What follows belongs to an exercise in optimizing a design on an open flow for small area; a production flow would make more cautious choices.
Function was checked by simulation only, so behaviour that the tests miss may differ from the original.
No activity file was given, so power comes from the tool's default toggle rates.

Setup of run A:
## laser_log_top
module laser_log_top #(
	parameter int DEPTH = 64
) (
	input  logic                       clk1,
	input  logic                       arst_n,
	input  logic                       ext_clk_pin,
	input  logic [3-1:0]      din,
	input  logic [2*16-1:0]    adc,            
	input  logic                       pipe_read,
	output logic [16-1:0]     pipe_data,
	output logic                       pipe_valid,
	output logic                       pipe_empty,
	output logic                       pipe_underrun
);
clock: 8.0 ns
lec_check: 0
cap_margin: 10
core_margin: 2
core_utilization: 65
slew_margin: 10
standard.sh (not shown) runs the stock make flow with config.mk's settings and CLKGATE_MAP_FILE= SYNTH_SCRIPT=/design/flow/synth_recipe.tcl, a recipe that flattens the netlist after the stock synthesis.
==> flow/flow/run.sh <==
#!/bin/bash
# The standard layout (standard.sh) with three changes:
#  - synthesis maps logic with an area-oriented ABC script (flow/synth.tcl);
#  - clock tree synthesis inserts no dummy loads and clusters up to 28 flops;
#  - the port buffers are plain buf_1 cells.
# make's full output goes to make.log, each step's log to orfs/logs/.
set -euo pipefail
export FLOW_SYNTH_TCL="$PWD/synth_recipe.tcl"
export AREA_ABC_SCRIPT="$PWD/flow/area.abc"
bash standard.sh finish \
	"SYNTH_SCRIPT=$PWD/flow/synth.tcl" \
	"CTS_ARGS=-sink_clustering_enable -repair_clock_nets -dont_use_dummy_load -sink_clustering_size 28 -sink_clustering_max_diameter 100" \
	"BUFFER_PORTS_ARGS=-inputs -outputs -buffer_cell sky130_fd_sc_hd__buf_1" \
	> make.log 2>&1
==> flow/flow/area.abc <==
strash
dc2
dc2
dch -f
amap -A 20 -F 4
topo
==> flow/flow/synth.tcl <==
# The standard synthesis script, with ABC's technology mapping run on an
# area script (flow/area.abc) in place of ORFS's speed script. Registers are
# mapped before ABC runs, so they keep the standard synthesis's names and cells.
proc abc {args} {
	set i [lsearch -exact $args -script]
	if {$i >= 0} {
		set args [lreplace $args [expr {$i + 1}] [expr {$i + 1}] $::env(AREA_ABC_SCRIPT)]
	}
	yosys abc {*}$args
}
source $::env(FLOW_SYNTH_TCL)
Input changes introduced in run B (baseline for comparison: run A):
Settings: CAP_MARGIN: 10 -> 20; SLEW_MARGIN: 10 -> 20.
==> flow/flow/run.sh <==
#!/bin/bash
# The standard layout (standard.sh) with three changes:
#  - synthesis maps logic with an area-oriented ABC script (flow/synth.tcl);
#  - clock tree synthesis inserts no dummy loads and clusters up to 25 flops;
#  - the port buffers are plain buf_1 cells.
# make's full output goes to make.log, each step's log to orfs/logs/.
set -euo pipefail
export FLOW_SYNTH_TCL="$PWD/synth_recipe.tcl"
export AREA_ABC_SCRIPT="$PWD/flow/area.abc"
bash standard.sh finish \
	"SYNTH_SCRIPT=$PWD/flow/synth.tcl" \
	"CTS_ARGS=-sink_clustering_enable -repair_clock_nets -dont_use_dummy_load -sink_clustering_size 25 -sink_clustering_max_diameter 100" \
	"BUFFER_PORTS_ARGS=-inputs -outputs -buffer_cell sky130_fd_sc_hd__buf_1" \
	> make.log 2>&1
==> flow/flow/area.abc <==
strash
dc2
dc2
dch -f
amap
topo
Results
Between run B and run A, it is run B whose post-route worst setup slack is lower, by 0.14 ns.
Looking at worst setup path endpoint, the pipe_data[9] result is from run B; the pipe_data[14] one comes from run A.
Compared with run A, run B degrades die area.
Run B — number of fill cells in the layout 3.6% lower, run A as reference
The post-synthesis net count was comparable across run B and run A.
Comparing run B and run A, the higher sequential portion of the cell area is on run A.
Compared with run A, run B instantiates a larger number of standard cells.
For run C, these inputs were changed with respect to run B:
==> flow/flow/run.sh <==
#!/bin/bash
# Standard layout (the standard.sh, unchanged synthesis) with two changes:
# clock tree synthesis without dummy loads and with sink clusters of up to
# 25 flops, and plain buf_1 cells as the port buffers.
set -euo pipefail
bash standard.sh finish \
	"CTS_ARGS=-sink_clustering_enable -repair_clock_nets -dont_use_dummy_load -sink_clustering_size 25 -sink_clustering_max_diameter 100" \
	"BUFFER_PORTS_ARGS=-inputs -outputs -buffer_cell sky130_fd_sc_hd__buf_1" \
	> make.log 2>&1
removed: flow/flow/area.abc
removed: flow/flow/synth.tcl
==> comparison <==
In the flow results for run C and run B, the ratio of routed vias to standard cells is smaller on run C.
Run B and run C ended up with roughly the same clock power.
[compare] base=run B new=run C: sequential share of layout area lost 3.6 points, multi-input gate area in the final layout picked up an extra 1600 um^2.
Run C against run B: net switching power lost about 6%, multi-input combinational gate total increased about 14%.

==> port drivers added, routing unchanged <==
Ports are ideal in the flow. The routed layouts listed here were re-timed in OpenROAD.
Step 1, drivers: a clkbuf_16 drives clk1 and a buf_2 each remaining input, both assumed.
Step 2 adds t to the input delays and takes it off the output delays; t is the mean of the earliest and latest rising clock arrival at the registers after step 1. Input paths then give back, and output paths get back, about the clock's delay inside the block.
Three values: no drivers, after step 1, after step 2; two values: the first two.
| run | t (ns) | setup WS [ns] | clock arrival spread, ns |
|---|---|---|---|
| run A | 0.611 | 2.107 / 2.054 / 1.993 | 0.051 / 0.051 |
| run B | 0.612 | 1.967 / 1.918 / 1.659 | 0.055 / 0.054 |
| run C | 0.609 | 2.882 / 2.832 / 3.441 | 0.082 / 0.082 |
After both steps setup and hold are still met in every run listed. For run B, which loses most, drivers alone change the setup slack by -0.049 ns; drivers and shift together by -0.308 ns.
